Context: an optimization exercise on an open-source flow, tuned for small area. The choices shown serve that exercise and are no tape-out recipe. In this exercise RTL edits were held to simulation tests only and were not proved equivalent to the original. No activity file was given, so power comes from the tool's default toggle rates. No driver is modelled on the clock port, so clocking that relies on it looks cheaper here than on a real chip.

== v46 ==
Design clock_divider_multi, start of the top module:
module clock_divider_multi
#(
  parameter int NUM_CH      = clock_divider_pkg::CDM_DEFAULT_NUM_CH,
  parameter int CH_IDX_W    = clock_divider_pkg::CDM_DEFAULT_CH_IDX_W,
  parameter int DIV_WIDTH   = clock_divider_pkg::CDM_DEFAULT_DIV_WIDTH,
  parameter int DEFAULT_DIV = clock_divider_pkg::CDM_DEFAULT_DIV
) (
  input  logic                 clk,
  input  logic                 rst,
  input  logic [NUM_CH-1:0]    en,
  input  logic                 cfg_valid,
  output logic                 cfg_ready,
  input  logic [CH_IDX_W-1:0]  cfg_ch,
  input  logic [DIV_WIDTH-1:0] cfg_div,
  input  logic [DIV_WIDTH-1:0] cfg_high,
  input  logic                 sync_req,
  output logic                 sync_busy,
  output logic [NUM_CH-1:0]    div_out,
  output logic [NUM_CH-1:0]    tick,
  output logic [NUM_CH-1:0]    pending
);
Size in the first run: roughly 1,400 cells after synthesis, roughly 72 I/O pins.
==> flow/config.mk <==
export PLATFORM = sky130hd
export DESIGN_NAME = clock_divider_multi
export DESIGN_NICKNAME = clock_divider_multi
export VERILOG_FILES = /design/flow/design.v
export SDC_FILE = /design/flow/constraint.sdc
export NUM_CORES = 4
export LEC_CHECK = 0
export CAP_MARGIN = 20
export CORE_MARGIN = 2
export CORE_UTILIZATION = 65
export SLEW_MARGIN = 20
==> flow/constraint.sdc <==
create_clock -name core_clock -period 11.0 [get_ports {clk}]
set_input_delay 2.2000 -clock core_clock [delete_from_list [all_inputs] [get_ports {clk}]]
set_output_delay 2.2000 -clock core_clock [all_outputs]
set_load 0.01 [all_outputs]
standard.sh (not shown) runs the stock make flow with config.mk's settings and CLKGATE_MAP_FILE= SYNTH_SCRIPT=/design/flow/synth_recipe.tcl, a recipe that flattens the netlist after the stock synthesis.
==> flow/flow/run.sh <==
#!/bin/bash
# The standard layout, with the port buffers made of the smallest buffer cell and a clock
# tree built without dummy loads.
set -e
export BUFFER_PORTS_ARGS="-buffer_cell sky130_fd_sc_hd__buf_1"
export CTS_ARGS="-sink_clustering_enable -repair_clock_nets -dont_use_dummy_load -sink_clustering_size 20 -sink_clustering_max_diameter 40 -buf_list sky130_fd_sc_hd__clkbuf_8"
bash standard.sh > standard.log 2>&1
### v46 -> v37
Settings: putting CTS_CLUSTER_SIZE at 20 where nothing was set; putting CTS_CLUSTER_DIAMETER at 50 where nothing was set; swapping 65 for 40 in CORE_UTILIZATION; putting CTS_BUF_LIST at sky130_fd_sc_hd__clkbuf_16 where nothing was set.
==> flow/flow/run.sh <==
#!/bin/bash
# The standard layout, with the port buffers made of the smallest buffer cell.
set -e
export BUFFER_PORTS_ARGS="-buffer_cell sky130_fd_sc_hd__buf_1"
bash standard.sh > standard.log 2>&1
Findings:
v37 ended up with a higher full die area than v46 did. Higher post-route standard cell area excluding fillers was reported by v37, not v46. Starting DRC count in detailed routing ends up lower on v37. Core utilization (v37 over v46): decrease, 25 points. ~same combinational logic power in v37 and v46. Changes observed in v37 relative to v46: portion of total power attributed to sequential cells went down 8.7 points; power went up about 16%.
Input changes introduced in v16 (baseline for comparison: v37):
Settings: a change of CORE_UTILIZATION from 40 to 65; a deleted CTS_BUF_LIST that had been sky130_fd_sc_hd__clkbuf_16; a deleted CTS_CLUSTER_DIAMETER that had been 50; a deleted CTS_CLUSTER_SIZE that had been 20.
==> flow/flow/run.sh <==
#!/bin/bash
# The standard layout, with the port buffers made of the smallest buffer cell and a clock
# tree built without dummy loads.
set -e
export BUFFER_PORTS_ARGS="-buffer_cell sky130_fd_sc_hd__buf_1"
export CTS_ARGS="-sink_clustering_enable -repair_clock_nets -dont_use_dummy_load -sink_clustering_size 30 -sink_clustering_max_diameter 120 -buf_list sky130_fd_sc_hd__clkbuf_16"
bash standard.sh > standard.log 2>&1
Findings:
v16: final cell count is about 15% lower than what v37 reported.
Summary — first-pass GRT wire length, v16 relative to v37: lower, by about 7%.
Taking v37 as the reference, in v16 finished layout cell area lower, share of power burned in the clock network now sits lower, register bit count reported by yosys saw little to no change.
[compare] base=v37 new=v16: multi-input gate share of the layout cell area grew by 1.6 points; switching part of the total shrank by 0.89 points; max-slew headroom at the worst pin held steady.
Edits applied to the flow inputs when going from v16 to v20:
==> flow/flow/run.sh <==
#!/bin/bash
# The standard layout, with the port buffers made of the smallest buffer cell and a clock
# tree built without dummy loads.
set -e
export BUFFER_PORTS_ARGS="-buffer_cell sky130_fd_sc_hd__buf_1"
export CTS_ARGS="-sink_clustering_enable -repair_clock_nets -dont_use_dummy_load -sink_clustering_size 30 -sink_clustering_max_diameter 60 -buf_list sky130_fd_sc_hd__clkbuf_16"
bash standard.sh > standard.log 2>&1
## What came out
Between v20 and v16, the wire length of the first global-routing pass does not differ in any meaningful way. Between v20 and v16, the difference in register-to-register path setup slack is negligible. Between v20 and v16, the routed via count is higher for v20. Comparing v20 and v16, worst setup slack is lower on v16. Total power of v20 is higher than that of v16. For v16, the critical path capture point was g_ch[2].u_ch.r_sh_h[23]$_DFFE_PN_, unlike v20, where it was g_ch[0].u_ch.r_sh_h[23]$_DFFE_PN_. v20 ended up with more standard cells than v16. v16 → v20: total routed wire length on the met1 layer lower; total clock buffers created by CTS higher.
### v20 -> v49
Settings: GPL_TIMING_DRIVEN: unset -> 0.
==> flow/flow/run.sh <==
#!/bin/bash
# The standard layout, with the port buffers made of the smallest buffer cell and a clock
# tree built without dummy loads.
set -e
export BUFFER_PORTS_ARGS="-buffer_cell sky130_fd_sc_hd__buf_1"
export CTS_ARGS="-sink_clustering_enable -repair_clock_nets -dont_use_dummy_load -sink_clustering_size 30 -sink_clustering_max_diameter 120 -buf_list sky130_fd_sc_hd__clkbuf_16"
bash standard.sh > standard.log 2>&1
==> comparison <==
v49 has utilization above what v20 had. Compare v20 and v49 | register-to-register slack higher: v20. Going from v20 to v49, combinational share of power grows by 1.1 points. Initial detailed-routing violation count (lower): v49. Total detailed-routing wirelength delta (v49 − v20): unfavourable. v49 against v20: worst setup slack -740 ps, overall power consumption -about 4.3%. In v49, number of buffers created by CTS is lower than in v20. Compared with v20, clock buffer instance count of the final layout in v49 decreased by more than a quarter.
Inputs modified between v49 and v22:
Settings: a change of CAP_MARGIN from 20 to 0; a change of SLEW_MARGIN from 20 to 0.
==> run summary <==
~same power density over the cells in v22 and v49. Compared with v49, in v22 end-of-flow core utilization now sits lower, area overhead of the layout relative to synthesis now sits lower. On v22: all-layer global routing usage is 0.36 points lower than what v49 gave. Reported for v22 and v49, number of tap cells added at floorplan turned out identical to the last digit. On met2 wire length: between v22 and v49, it ends up lower for v22.

* * *

## harbor
clock_divider_multi again, from the RTL that the note above started with.
clock: 11.0 ns
lec_check: 0
cap_margin: 20
core_margin: 2
core_utilization: 65
cts_buf_list: sky130_fd_sc_hd__clkbuf_16
cts_cluster_diameter: 60
cts_cluster_size: 30
slew_margin: 20
==> flow/flow/run.sh <==
#!/bin/bash
# The standard layout, with the port buffers made of the smallest buffer cell.
set -e
export BUFFER_PORTS_ARGS="-buffer_cell sky130_fd_sc_hd__buf_1"
bash standard.sh > standard.log 2>&1
### harbor -> maple
# harbor
export LEC_CHECK = 0
export CAP_MARGIN = 20
export CORE_MARGIN = 2
export CORE_UTILIZATION = 65
export CTS_BUF_LIST = sky130_fd_sc_hd__clkbuf_16
export CTS_CLUSTER_DIAMETER = 60
export CTS_CLUSTER_SIZE = 30
export SLEW_MARGIN = 20
create_clock -name core_clock -period 11.0 [get_ports {clk}]
# maple
export LEC_CHECK = 0
export CAP_MARGIN = 20
export CORE_MARGIN = 2
export CORE_UTILIZATION = 75
export CTS_BUF_LIST = sky130_fd_sc_hd__clkbuf_16
export CTS_CLUSTER_DIAMETER = 50
export CTS_CLUSTER_SIZE = 40
export PLACE_DENSITY = 0.85
export SLEW_MARGIN = 20
create_clock -name core_clock -period 11.0 [get_ports {clk}]
==> run summary <==
maple vs harbor: final period utilization up
The power of maple was inferior to that of harbor.
| global placer's final weighted congestion | maple vs harbor | 5.9% higher |
Against harbor, maple comes in 0.67 points higher on area growth from synthesis to layout.
maple vs harbor: internal power contribution up in maple
Final period demand of the worst path in maple is 0.034 ns above harbor.
Measured against each other, harbor and maple differ in initial core utilization, the higher figure coming from maple.
Against harbor, maple comes in 1244 higher on number of global-route vias before repair.
Relative to harbor, the tap cell count measured on maple has decreased by more than 10%.
maple has share of total power in combinational logic above what harbor had.
Sort harbor and maple by post-route worst setup slack desc -> top: harbor
--- input diff maple..garnet ---
# maple
export LEC_CHECK = 0
export CAP_MARGIN = 20
export CORE_MARGIN = 2
export CORE_UTILIZATION = 75
export CTS_BUF_LIST = sky130_fd_sc_hd__clkbuf_16
export CTS_CLUSTER_DIAMETER = 50
export CTS_CLUSTER_SIZE = 40
export PLACE_DENSITY = 0.85
export SLEW_MARGIN = 20
create_clock -name core_clock -period 11.0 [get_ports {clk}]
# garnet
export LEC_CHECK = 0
export CAP_MARGIN = 20
export CORE_MARGIN = 2
export CORE_UTILIZATION = 65
export CTS_BUF_LIST = sky130_fd_sc_hd__clkbuf_8
export CTS_CLUSTER_DIAMETER = 40
export CTS_CLUSTER_SIZE = 20
export SLEW_MARGIN = 20
create_clock -name core_clock -period 11.0 [get_ports {clk}]
==> comparison <==
Of the two values seen for highest metal layer used by the detailed router, met5 was produced by maple and met4 by garnet. Cmp garnet and maple / clock distribution area overhead in the final layout / lower: garnet. Per-cell via count in the routed design was lower in garnet than in maple. garnet went all the way through synthesis, placement and routing and the layout is clean on timing, DRC and antenna. Setup WNS maple -> garnet: better. garnet vs maple: reported net switching power down by a few percent. When the final numbers for garnet and maple were put side by side, the total via count in the routed design turned out to be greater in maple.

[afterwards: timing with drivers on the ports]
Ports are ideal in the flow. The routed layouts listed here were re-timed in OpenROAD. Step 1 assumes that a clkbuf_16 drives the clock port and a buf_2 every other input. Step 2 times the ports against the registers' clock, not the clock port: input delays grow and output delays shrink by t, the midpoint of the rising clock arrivals with the driver on. a / b / c = ideal / step 1 / step 2; a / b = the first two.
run	shift t [ns]	setup WS [ns]	worst hold slack (ns)	clock arrival spread, ns
v46	0.632	3.336 / 3.365 / 2.733	0.381 / 0.381 / 0.381	0.070 / 0.070
v37	0.595	3.262 / 3.293 / 2.697	0.411 / 0.411 / 0.411	0.028 / 0.027
v16	0.580	3.259 / 3.291 / 2.711	0.398 / 0.398 / 0.398	0.039 / 0.040
v20	0.621	3.296 / 3.327 / 2.707	0.393 / 0.393 / 0.393	0.045 / 0.045
v49	0.579	2.560 / 2.590 / 2.011	0.410 / 0.410 / 0.410	0.026 / 0.027
v22	0.583	2.319 / 2.349 / 1.766	0.405 / 0.405 / 0.405	0.030 / 0.030
harbor	0.636	3.298 / 3.329 / 2.693	0.421 / 0.421 / 0.421	0.014 / 0.014
maple	0.584	3.264 / 3.294 / 2.710	0.417 / 0.417 / 0.417	0.030 / 0.030
garnet	0.649	3.347 / 3.376 / 2.727	0.406 / 0.406 / 0.406	0.031 / 0.032
After both steps every run listed still meets setup and hold. For garnet, which loses most, drivers alone change the setup slack by +0.029 ns; drivers and shift together by -0.620 ns.
